From an optimization exercise on the open Yosys and OpenROAD flow, aimed at small area; shortcuts taken in it are not production practice. The RTL was checked by simulation tests, not by an equivalence proof against the original design. Power is estimated from default activity; no workload was simulated.

--- design/flow/flow/run.sh ---
#!/bin/bash
# The standard layout (standard.sh), with buf_1 port buffers and a clock
# tree of larger clusters without dummy loads. Each step's log is under orfs/logs.
set -euo pipefail
export BUFFER_PORTS_ARGS="-buffer_cell sky130_fd_sc_hd__buf_1"
export CTS_ARGS="-sink_clustering_enable -repair_clock_nets -buf_list sky130_fd_sc_hd__clkbuf_8 -sink_clustering_size 16 -sink_clustering_max_diameter 50 -dont_use_dummy_load"
bash standard.sh > standard_run.log 2>&1
--- design/flow/standard.sh ---
#!/bin/bash
# synth_recipe.tcl (not shown) runs the flow's synth.tcl, then flattens the netlist and writes it again
# the make line also repeats each setting of config.mk as NAME=value (left out here)
make -C /OpenROAD-flow-scripts/flow DESIGN_CONFIG=/design/flow/config.mk WORK_HOME=/design/flow/orfs CLKGATE_MAP_FILE= SYNTH_SCRIPT=/design/flow/synth_recipe.tcl "${@:-finish}"
--- design/flow/config.mk ---
export PLATFORM = sky130hd
export DESIGN_NAME = fetch_unit
export DESIGN_NICKNAME = fetch_unit
export VERILOG_FILES = /design/flow/design.v
export SDC_FILE = /design/flow/constraint.sdc
export NUM_CORES = 4
export LEC_CHECK = 0
export CAP_MARGIN = 5
export CELL_PAD_IN_SITES_DETAIL_PLACEMENT = 2
export CELL_PAD_IN_SITES_GLOBAL_PLACEMENT = 2
export CORE_MARGIN = 2
export CORE_UTILIZATION = 45
export SLEW_MARGIN = 5
export SYNTH_HIERARCHICAL = 1
--- design/flow/constraint.sdc ---
create_clock -name core_clock -period 10.0 [get_ports {clk}]
set_input_delay 2.0000 -clock core_clock [delete_from_list [all_inputs] [get_ports {clk}]]
set_output_delay 2.0000 -clock core_clock [all_outputs]
set_load 0.01 [all_outputs]
--- design/flow/design.v ---
package fetch_pkg;
    typedef logic [31:0] addr_t;   
    typedef logic [31:0] inst_t;   
    typedef logic [63:0] order_t;  
    localparam addr_t RESET_PC   = 32'h6000_0000;
    localparam addr_t INST_BYTES = 32'd4;
    localparam int QUEUE_DEPTH = 64;
    localparam int QPTR_W      = $clog2(QUEUE_DEPTH) + 1;  
    typedef logic [QPTR_W-1:0] qptr_t;
endpackage
`timescale 1ns/1ps
module fu_ha (
    input  logic a,
    input  logic b,
    output logic s,
    output logic c
);
    assign s = a ^ b;
    assign c = a & b;
endmodule
module fu_inc30 (
    input  logic [29:0] a,
    output logic [29:0] y
);
    logic [30:0] c;
    assign c[0] = 1'b1;
    for (genvar i = 0; i < 30; i++) begin : g_b
        fu_ha u_ha (.a(a[i]), .b(c[i]), .s(y[i]), .c(c[i+1]));
    end
endmodule
module fu_xnor2 (
    input  logic a,
    input  logic b,
    output logic y
);
    assign y = ~(a ^ b);
endmodule
module fu_or2 (
    input  logic a,
    input  logic b,
    output logic y
);
    assign y = a | b;
endmodule
module fu_inv (
    input  logic a,
    output logic y
);
    assign y = ~a;
endmodule
module fu_fa (
    input  logic a,
    input  logic b,
    input  logic ci,
    output logic s,
    output logic co
);
    assign {co, s} = {1'b0, a} + {1'b0, b} + {1'b0, ci};
endmodule
module fu_dec_bit (
    input  logic a,
    input  logic c,
    output logic s,
    output logic co
);
    fu_xnor2 u_s (.a(a), .b(c), .y(s));
    fu_or2   u_c (.a(a), .b(c), .y(co));
endmodule
module fu_sub7 (
    input  logic [6:0] a,
    input  logic [6:0] b,
    output logic [6:0] y,
    output logic       no_borrow
);
    logic [7:0] c;
    logic [6:0] b_n;
    assign c[0] = 1'b1;
    for (genvar i = 0; i < 7; i++) begin : g_b
        fu_inv u_n  (.a(b[i]), .y(b_n[i]));
        fu_fa  u_fa (.a(a[i]), .b(b_n[i]), .ci(c[i]), .s(y[i]), .co(c[i+1]));
    end
    assign no_borrow = c[7];
endmodule
module fu_sub30 (
    input  logic [29:0] a,
    input  logic [6:0]  b,
    output logic [29:0] y
);
    logic [23:0] c;
    fu_sub7 u_lo (.a(a[6:0]), .b(b), .y(y[6:0]), .no_borrow(c[0]));
    for (genvar i = 0; i < 23; i++) begin : g_hi
        fu_dec_bit u_b (.a(a[7+i]), .c(c[i]), .s(y[7+i]), .co(c[i+1]));
    end
endmodule
`timescale 1ns/1ps
module fu_aoi222 (
    input  logic a0,
    input  logic s0,
    input  logic a1,
    input  logic s1,
    input  logic a2,
    input  logic s2,
    output logic y
);
    assign y = ~((a0 & s0) | (a1 & s1) | (a2 & s2));
endmodule
module fu_nor2 (
    input  logic a,
    input  logic b,
    output logic y
);
    assign y = ~(a | b);
endmodule
module fu_row_ctl (
    input  logic [5:0]       wpos,
    input  logic             we,
    input  logic             pop,
    output logic [1:0][63:0] wr,
    output logic [1:0][63:0] sh,
    output logic [1:0][63:0] hd
);
    logic [7:0] hi_n;  
    logic [7:0] lo_n;  
    logic       pop_n;
    always_comb begin
        for (int j = 0; j < 8; j++) begin
            hi_n[j] = !((wpos[5:3] == j[2:0]) && we);
            lo_n[j] = (wpos[2:0] != j[2:0]);
        end
        pop_n = !pop;
    end
    for (genvar h = 0; h < 2; h++) begin : g_half
        for (genvar i = 0; i < 64; i++) begin : g_row
            fu_nor2 u_wr (.a(hi_n[i/8]), .b(lo_n[i%8]), .y(wr[h][i]));
            fu_nor2 u_sh (.a(pop_n),     .b(wr[h][i]),  .y(sh[h][i]));
            fu_nor2 u_hd (.a(pop),       .b(wr[h][i]),  .y(hd[h][i]));
        end
    end
endmodule
`timescale 1ns/1ps
module fu_ord_inc (
    input  logic [63:0] q,
    input  logic        inc,
    output logic [63:0] y
);
    logic [7:0]  blk;   
    logic [8:0]  cin;   
    logic [63:0] c;     
    logic [63:0] co;
    always_comb begin
        cin[0] = 1'b1;
        for (int k = 0; k < 8; k++) begin
            blk[k]   = &q[8*k +: 8];
            cin[k+1] = cin[k] & blk[k];
        end
    end
    for (genvar k = 0; k < 8; k++) begin : g_blk
        assign c[8*k] = inc & cin[k];
        for (genvar i = 0; i < 8; i++) begin : g_b
            fu_ha u_ha (.a(q[8*k+i]), .b(c[8*k+i]), .s(y[8*k+i]), .c(co[8*k+i]));
            if (i < 7) begin : g_c
                assign c[8*k+i+1] = co[8*k+i];
            end
        end
    end
endmodule
module fu_a221o (
    input  logic a1,
    input  logic a2,
    input  logic b1,
    input  logic b2,
    input  logic c1,
    output logic x
);
    assign x = (a1 & a2) | (b1 & b2) | c1;
endmodule
`timescale 1ns/1ps
module fetch_unit (
    input  logic              clk,
    input  logic              rst,
    input  logic              i_imem_resp,
    input  fetch_pkg::inst_t  i_imem_rdata,
    output fetch_pkg::addr_t  o_imem_addr,
    input  logic              i_jump,
    input  fetch_pkg::addr_t  i_jump_pc,
    input  logic              i_redirect,
    input  fetch_pkg::addr_t  i_redirect_pc,
    input  fetch_pkg::order_t i_redirect_order,
    input  logic              i_stall,
    output logic              o_inst_valid,
    output fetch_pkg::inst_t  o_inst,
    output fetch_pkg::addr_t  o_inst_pc,
    output fetch_pkg::addr_t  o_inst_next_pc,
    output fetch_pkg::order_t o_inst_order
);
    fetch_pkg::addr_t  fetch_addr;  
    logic              discard;     
    logic [6:0]        count;       
    logic              phase;       
    logic [31:0]       mem [64];    
    fetch_pkg::order_t last_order;  
    logic              redirect;
    logic              pend_wr;     
    logic              accept;
    logic              push;
    logic              pop;
    fetch_pkg::addr_t  wr_data;     
    logic [31:0]       wr_word;     
    logic [29:0]       fetch_inc;
    logic [29:0]       head_w;      
    logic [5:0]        wpos;        
    logic [1:0][63:0]  row_wr;      
    logic [1:0][63:0]  row_sh;      
    logic [1:0][63:0]  row_hd;      
    fetch_pkg::inst_t  head_word;
    fetch_pkg::order_t order_inc;
    logic [31:0]       wr_data_n;
    logic              sel_rpc;
    logic              sel_jpc;
    logic              sel_mem;
    always_comb begin
        redirect = i_jump || i_redirect;
        pend_wr  = redirect && !i_imem_resp;
        accept   = i_imem_resp && !count[6];
        push     = accept && !discard && !redirect;
        pop      = !i_stall && !redirect && (count != 7'd0);
        wr_data  = ~wr_data_n;
        wr_word  = ~(wr_data_n ^ {32{phase}});
    end
    assign sel_rpc = i_redirect;
    assign sel_jpc = !i_redirect && i_jump;
    assign sel_mem = !redirect;
    for (genvar b = 0; b < 32; b++) begin : g_wd
        fu_aoi222 u_wd (.a0(i_redirect_pc[b]), .s0(sel_rpc), .a1(i_jump_pc[b]), .s1(sel_jpc),
                        .a2(i_imem_rdata[b]), .s2(sel_mem), .y(wr_data_n[b]));
    end
    fu_inc30 u_fetch_inc (.a(fetch_addr[31:2]), .y(fetch_inc));
    fu_sub30 u_head_sub  (.a(fetch_addr[31:2]), .b(count), .y(head_w));
    always_ff @(posedge clk) begin
        if (rst) begin
            fetch_addr <= fetch_pkg::RESET_PC;
            discard    <= 1'b0;
        end else if (redirect) begin
            if (i_imem_resp) begin
                fetch_addr <= wr_data;
            end
            discard <= !i_imem_resp;
        end else if (accept) begin
            fetch_addr <= discard ? head_word : {fetch_inc, fetch_addr[1:0]};
            discard    <= 1'b0;
        end
    end
    always_ff @(posedge clk) begin
        if (rst || redirect) begin
            count <= '0;
        end else if (push && !pop) begin
            count <= count + 7'd1;
        end else if (pop && !push) begin
            count <= count - 7'd1;
        end
    end
    always_ff @(posedge clk) begin
        if (rst) begin
            phase <= 1'b0;
        end else begin
            phase <= !phase;
        end
    end
    always_comb begin
        wpos = redirect ? 6'd0 : (count[5:0] - {5'd0, pop});
    end
    fu_row_ctl u_row_ctl (
        .wpos(wpos),
        .we  (push || pend_wr),
        .pop (pop),
        .wr  (row_wr),
        .sh  (row_sh),
        .hd  (row_hd)
    );
    for (genvar i = 0; i < 64; i++) begin : g_row
        logic [31:0] nxt;
        for (genvar b = 0; b < 32; b++) begin : g_bit
            fu_aoi222 u_bit (.a0(mem[i][b]), .s0(row_hd[b/16][i]), .a1(mem[i < 63 ? i + 1 : i][b]),
                             .s1(row_sh[b/16][i]), .a2(wr_word[b]), .s2(row_wr[b/16][i]),
                             .y(nxt[b]));
        end
        always_ff @(posedge clk) begin
            mem[i] <= nxt;
        end
    end
    assign head_word = mem[0] ^ {32{phase}};
    fu_ord_inc u_ord_inc (.q(last_order), .inc(pop), .y(order_inc));
    logic              ord_ld;
    logic              ord_cnt;
    fetch_pkg::order_t order_nxt;
    assign ord_ld  = i_redirect && !rst;
    assign ord_cnt = !i_redirect && !rst;
    for (genvar b = 0; b < 64; b++) begin : g_ord
        fu_a221o u_ord (.a1(i_redirect_order[b]), .a2(ord_ld), .b1(order_inc[b]), .b2(ord_cnt),
                        .c1(rst), .x(order_nxt[b]));
    end
    always_ff @(posedge clk) begin
        last_order <= order_nxt;
    end
    always_ff @(posedge clk) begin
        if (rst || i_redirect) begin
            o_inst_valid <= 1'b0;
        end else if (pop) begin
            o_inst_valid <= 1'b1;
        end else if (!i_stall) begin
            o_inst_valid <= 1'b0;
        end
    end
    always_ff @(posedge clk) begin
        if (pop) begin
            o_inst <= head_word;
        end
    end
    always_ff @(posedge clk) begin
        if (rst) begin
            o_inst_pc <= '0;
        end else if (pop) begin
            o_inst_pc <= {head_w, fetch_addr[1:0]};
        end
    end
    fu_inc30 u_next_inc (.a(o_inst_pc[31:2]), .y(o_inst_next_pc[31:2]));
    always_comb begin
        o_imem_addr          = fetch_addr;
        o_inst_next_pc[1:0]  = o_inst_pc[1:0];
        o_inst_order         = last_order;
    end
endmodule
==> results of run 1 <==
power by group through the flow:
stage | clock network, mW | registers (mW) | logic [mW]
final | 4.56 | 13.9 | 3.97
after global routing | 5.04 | 14.2 | 4.31
after CTS | 4.70 | 13.9 | 3.96
after detailed placement | 0 | 14.1 | 3.95
after global placement | 0 | 13.9 | 3.73
after floorplan | 0 | 13.2 | 3.08
how the worst max path moves through the flow:
stage	startpoint	endpoint	slack [ns]	cells after the start
final	count[0]	o_inst_pc[31]	0.48	33
after global routing	count[0]	o_inst_pc[31]	0.10	33
after detailed placement	count[0]	o_inst_pc[31]	0.41	33
after CTS	count[0]	o_inst_pc[31]	0.35	33
after global placement	count[0]	o_inst_pc[31]	0.42	33
after floorplan	count[0]	o_inst_pc[31]	1.02	33
layout make-up:
cell class / count / area (µm²) / share of cell area [%]
flip-flops and latches: 2218 / 44700 / 55.4
multi-input cells: 3089 / 28200 / 34.9
clock buffers: 194 / 2670 / 3.31
repair buffers: 489 / 2340 / 2.90
diodes: 9 / 22.5 / 0.0279
well taps: 2160 / 2700 / 3.35
inverters: 14 / 57.6 / 0.0713
routing by layer:
layer	vias up	GRT usage, %	routed length [µm]
met3	407	4.45	21600
met2	2489	45.4	113000
met5	-	0	35
met1	31500	40.8	112000
met4	6	10.6	8010
li1	26600	-	-
cells in the final DEF (no fill, tap or decap), types with 30 or more instances in the layout:
cell      instances
buf_1           356
xnor2_2          32
a211oi_1         30
clkbuf_8        194
mux2_2           30
dfxtp_1        2183
edfxtp_1         32
a221o_1          64
ha_1            132
buf_4           130
a222oi_1       2080
mux2i_1          65
nor2_1          465
critical path: cells and delay by family (launching register included):
family / cells / cell delay, ns
and+or+nand+nor: 23 / 5.78
DFF: 1 / 0.39
buffers and inverters: 1 / 0.07
xor gates and xnor gates: 1 / 0.13
adders and majority gates: 7 / 2.86
muxes: 1 / 0.13
flip-flops by register name, summed over array words and instances (netlist names):
name	cells
fetch_addr	32
o_inst	32
o_inst_valid	1
phase	1
discard	1
mem	2048
o_inst_pc	32
last_order	64
count	7
stage by stage:
| stage | hold WS, ns | cells | cell area (µm²) |
|---|---|---|---|
| 6_report | 0.409 | 8173 | 80700 |
| 5_1_grt | 0.419 | 8170 | 80700 |
| 4_1_cts | 0.405 | 8164 | 80700 |
| 3_5_place_dp | 0.433 | 7970 | 78000 |
| 3_3_place_gp | 0.424 | 7970 | 78000 |
| 2_1_floorplan | 0.420 | 5359 | 72900 |
timing repair:
item                       4_1_cts  5_1_grt
hold buffers                     0        0
gates resized for setup          0        1
setup endpoints to repair        0        1
==> metrics.md, run 1 <==
| Metric | Value |
|---|---|
| First-pass GRT wire length | 379,000 µm |
| Initial antenna violation count | 12 |
| Die ar. | roughly 170,000 µm² |
| Aggregate negative setup slack | 0 ns |
| IO Pins | 359 |
| Static leakage | between 20 and 30 nW |
| Vias in the first global route | 60,400 |
| Final Power | 22.5 mW |
| Final hold vios | 0 |
| Die Wd | 407 µm |
| Pre-antenna DRT Iters | 17 |
| Initial drt markers | 12,200 |
| Worst VDD drop | 162 µV |
| Post-Synthesis Cells | roughly 5,400 |
| Worst Reg-to-Reg Cells | 33 |
| Flop2flop setup slack | 0.48 ns |
| Clock share of power | 20.3% |
| Grt total ovfl | 0 |
| CP max FO | 6 |
| GRT Total Usage | between 20% and 30% |
| Internal power | 16.0 mW |
| Seq pwr share | 62.0% |
| Final setup fails | 0 |
| RR Startpoint | count[0] |
| Share of layout cells above drive strength 1 | 6.96% |
| Synth Cell Area | 72,900 µm² |
| Area delta synth->final | 10.7% |
| H-tree lvl count | 4 |
| Via count | ~61,000 |
| Setup WS post-layout | 0.484 ns |
| # Post-CTS Setup Buffers | 0 |
| Syn Area/Cell | 13.6 µm² |
| Pin count of the biggest net entering global routing | 114 |
| Detailed placement HPWL | 154,000 µm |
| Core Area | 161,000 µm² |
| Routed Antenna Nets | 0 |
| Nature of the critical path endpoint | register |
| Mapped Nets | 5,665 |
| CTS Sinks | 2,218 |
| Final nets | 6,312 |
| Gate power share | 17.7% |
| Hold_sp | mem[24][22] |
| CP Data Required Time | 10.78 ns |
| Slowest-stage cell, CP | fa_1 |
| Drt total wl | ~250,000 µm |
| Clk Latency, worst-skew pair | 0.97 ns |
| Max Slew Vio Count | 0 |
| Fin crit period | 9.52 ns |
| Clock Tree Root | clkbuf_8 |
| Initial core utilization | 45.4% |
| PwrDens | 278 nW/µm² |
| Port Buffer Count | 358 |
| Worst-Margin Slew | 1.30 ns |
| DRC | 0 |
| Fmax | roughly 0.11 GHz |
| RSZ-0062 raised after global routing | false |
| Arrival @ worst endpoint | approximately 10 ns |
| CTS buffer count | 194 |
| Tcrit/Tclk final | 95.2% |
| Yosys warning count | 11 |
| GPL Wtd Cong | 0.808 |
| Placement-stage worst setup slack | 0.411 ns |
| Worst hold path type | register to register |
| Layout Skew | 0.0735 ns |
| CTS tree | yes |
| Clock Pin Slew Worst Setup and Hold Paths | roughly 0.09 ns |
| Fin util | 50.2% |
| Vias/cell | 7.46 |
| CTS Buffer Depth | 3 |
| Endpoint, Worst Hold | mem[23][22] |
| Setup crit start kind | register |
| Hold Crit Depth | 1 |
| Row count | about 150 |
| Max-Cap Viols | 0 |
| Sw power | 6.49 mW |
| Worst path max stage delay | 0.43 ns |
| Die extent in y | 407 µm |
| Outcome | no timing/DRC/antenna violations |
| R2r endpoint | o_inst_pc[31] |
| Slew HR | about an eighth |
| FILL cells | 15,600 |
| Wire length per cell | 31.2 µm |
| Switching share of power | between 20% and 30% |
| CP Class | register to register |
| CP most frequent cell | or2_1 |
==> run 2, diff against run 1 <==
==> design/flow/flow/run.sh (replaced) <==
#!/bin/bash
# The standard layout (standard.sh), with buf_1 port buffers, a clock tree
# without dummy loads, and global routing that keeps met1 free for pin access.
# Each step's log is under orfs/logs; standard.sh's own output is in standard_run.log.
set -euo pipefail
export BUFFER_PORTS_ARGS="-buffer_cell sky130_fd_sc_hd__buf_1"
export CTS_ARGS="-sink_clustering_enable -repair_clock_nets -buf_list sky130_fd_sc_hd__clkbuf_8 -sink_clustering_size 16 -sink_clustering_max_diameter 50 -dont_use_dummy_load"
export FASTROUTE_TCL="$PWD/flow/fastroute.tcl"
bash standard.sh > standard_run.log 2>&1
==> design/flow/flow/fastroute.tcl (new file) <==
# Global routing layers as the platform sets them, but with less met1 and met2
# capacity, so that global routing leaves room on met1 for pin access.
set_global_routing_layer_adjustment $::env(MIN_ROUTING_LAYER)-$::env(MAX_ROUTING_LAYER) 0.2
set_global_routing_layer_adjustment met1 0.6
set_global_routing_layer_adjustment met2 0.35

set_routing_layers -clock $::env(MIN_CLK_ROUTING_LAYER)-$::env(MAX_ROUTING_LAYER)
set_routing_layers -signal $::env(MIN_ROUTING_LAYER)-$::env(MAX_ROUTING_LAYER)
--- a/design/flow/config.mk
+++ b/design/flow/config.mk
@@ -8,6 +8,6 @@
 export CAP_MARGIN = 5
-export CELL_PAD_IN_SITES_DETAIL_PLACEMENT = 2
+export CELL_PAD_IN_SITES_DETAIL_PLACEMENT = 1
 export CELL_PAD_IN_SITES_GLOBAL_PLACEMENT = 2
 export CORE_MARGIN = 2
-export CORE_UTILIZATION = 45
+export CORE_UTILIZATION = 50
 export SLEW_MARGIN = 5
==> metrics.md, run 2 <==
| Metric | Value |
|---|---|
| Outcome | no timing/DRC/antenna violations |
| CTS buffer count | 187 |
| Placed Cells | just under 8,000 |
| Max reg flops | 2,048 |
| Aggregate negative setup slack | 0 ns |
| Yosys warning count | 11 |
| Via count | 60,500 |
| Arrival @ worst endpoint | between 10 and 15 ns |
| Detailed placement HPWL | 142,000 µm |
| Leading registers by flop count | mem (2048), last_order (64) |
| H-tree lvl count | 4 |
| Final setup fails | 0 |
| GRT Total Usage | 40.2% |
| Vias/cell | about 7.6 |
| Static leakage | 28.1 nW |
| Worst hold path type | register to register |
| CP Data Required Time | 10.77 ns |
| Layout Skew | 0.0838 ns |
| Clk Latency, worst-skew pair | between 0.9 and 1 ns |
| Setup crit start kind | register |
| CP startpoint | fetch_addr[2] |
| Slowest-stage cell, CP | fa_1 |
| CTS tree | yes |
| Mapped Nets | 5,665 |
| Post-Synthesis Cells | 5,359 |
| FILL cells | 14,500 |
| DRC | 0 |
| Core Area | approximately 150,000 µm² |
| Final hold vios | 0 |
| Row count | 140 |
| Worst Reg-to-Reg Cells | 32 |
| Tcrit/Tclk final | between 90% and 100% |
| CP most frequent cell | or2_1 |
| Die ar. | 149,000 µm² |
| Pin count of the biggest net entering global routing | slightly below 100 |
| Fin crit period | 9.52 ns |
| Initial drt markers | 9,233 |
| Final Cell Area | 80,300 µm² |
| Drt total wl | 238,000 µm |
| R2r endpoint | o_inst_pc[31] |
| Initial core utilization | 50.2% |
| Die Wd | around 390 µm |
| CTS Sinks | 2,218 |
| Setup WS post-layout | 0.477 ns |
| Flop2flop setup slack | 0.48 ns |
| Pre-antenna DRT Iters | 20 |
| Cell Count, Final, Fillers Out | 7,924 |
| Vias in the first global route | a little over 60,000 |
| CP Class | register to register |
| Synth Cell Area | 72,900 µm² |
| IO Pins | 359 |
| First-pass GRT wire length | 361,000 µm |
| Area delta synth->final | 10.1% |
| CP max FO | 4 |
| Top reg by flops | mem |
| Fmax | approximately 0.11 GHz |
| Worst path max stage delay | 0.45 ns |
| Die extent in y | 386 µm |
| Most frequent cells in the layout | dfxtp_1 (2,184), a222oi_1 (2,080), nor2_1 (465) |
| Post-cts resize count | 0 |
| Worst setup path endpoint | o_inst_pc[31] |
| Final nets | about 6,300 |
| Initial antenna violation count | 25 |
| CTS Buffer Depth | 3 |
| Commonest non-fill, non-tap cell in the layout | dfxtp_1 |
| Wire length per cell | roughly 30 µm |
| Slew HR | 15.1% |
| Grt total ovfl | 0 |
| RSZ-0062 raised after global routing | false |
| Port Buffer Count | 358 |
| Post-DP Area | a little under 80,000 µm² |
| Worst VDD drop | 134 µV |
| Routed Antenna Nets | 0 |
| Share of layout cells above drive strength 1 | 6.77% |
| Placement-stage worst setup slack | 0.509 ns |
| Final Power | 22.2 mW |
| Worst-Margin Slew | 1.27 ns |
| RR Startpoint | fetch_addr[2] |
| Nature of the critical path endpoint | register |
| Syn Area/Cell | 13.6 µm² |
| Max-Cap Viols | 0 |
| Cts hold-fix bufs | 0 |
| Clock Tree Root | clkbuf_8 |
| Max Slew Vio Count | 0 |
| # Post-CTS Setup Buffers | 0 |
| Clock Pin Slew Worst Setup and Hold Paths | about 0.1 ns |
| GPL Wtd Cong | 0.923 |
| PwrDens | 276 nW/µm² |
-- run 2: cell types whose count changed in the layout (fill, tap and decap cells not counted), sizes merged --
cell,before,now
clkbuf,196,189
buf,487,483
diode,9,14
-- run 2: worst max-delay path, delay by kind of cell, from the launching register on --
kind,cells,cell delay [ns]
xor+xnor,1,0.12
fa+ha+maj,7,2.93
simple gates,23,5.85
flops,1,0.36
mux,1,0.14
-- run 2: metrics by stage --
stage               util [%]  hold WS [ns]
floorplan                  -         0.420
global placement        53.5         0.422
detailed placement      53.5         0.430
CTS                     55.3         0.410
global route            55.3         0.415
finish                  55.3         0.407
-- run 2: worst min path at each step --
stage,from,to,slack (ns),depth (start not counted)
3_5_place_dp,mem[23][15],mem[22][15],0.43,1
5_1_grt,mem[30][31],mem[29][31],0.42,1
6_report,mem[40][16],mem[39][16],0.41,1
4_1_cts,mem[40][16],mem[39][16],0.41,1
3_3_place_gp,mem[7][4],mem[6][4],0.42,1
2_1_floorplan,mem[1][0],mem[0][0],0.42,1
-- run 2: final cells by class --
cell class              instances  area [µm²]  area share [%]
flip-flops and latches       2218       44700            55.7
clock buffers                 187        2570            3.20
well taps                    1917        2400            2.99
diodes                         14        35.0          0.0436
multi-input cells            3089       28200            35.1
inverters                      14        57.6          0.0717
repair buffers                485        2310            2.88
-- run 2: where the power goes --
| part | internal (mW) | leakage [nW] | switching [mW] | total [mW] |
|---|---|---|---|---|
| registers | 11.9 | 19.3 | 2.00 | 13.9 |
| logic | 2.39 | 7.39 | 1.53 | 3.92 |
| clock network | 1.66 | 1.34 | 2.75 | 4.41 |
| total | 15.9 | 28.1 | 6.27 | 22.2 |
-- run 2: layer usage --
metal	wire [µm]	vias to the layer above	track usage, %
li1	-	26600	-
met1	91600	30000	69.8
met2	99900	3258	54.7
met3	34000	664	22.4
met4	12200	28	18.7
met5	190	-	0.227

-- static timing again, ports no longer ideal --
No port has a modelled driver above. Below, the same layouts with a new extraction and two added sets of constraints. Step 1 sets driving cells, clkbuf_16 on the clock port and buf_2 on the other inputs (assumed; they add their load-dependent delay and slew). Step 2 adds t to the input delays and takes it off the output delays; t is the mean of the earliest and latest rising clock arrival at the registers after step 1. Input paths then give back, and output paths get back, about the clock's delay inside the block. Slacks: no drivers / after step 1 / after step 2; pairs: no drivers / after step 1.
| run | t (ns) | setup WS [ns] | worst setup path after step 2 |
|---|---|---|---|
| run 1 | 1.017 | 0.484 / 0.484 / 0.484 | register to register |
| run 2 | 0.982 | 0.477 / 0.477 / 0.477 | register to register |
After both steps every run listed still meets setup and hold.
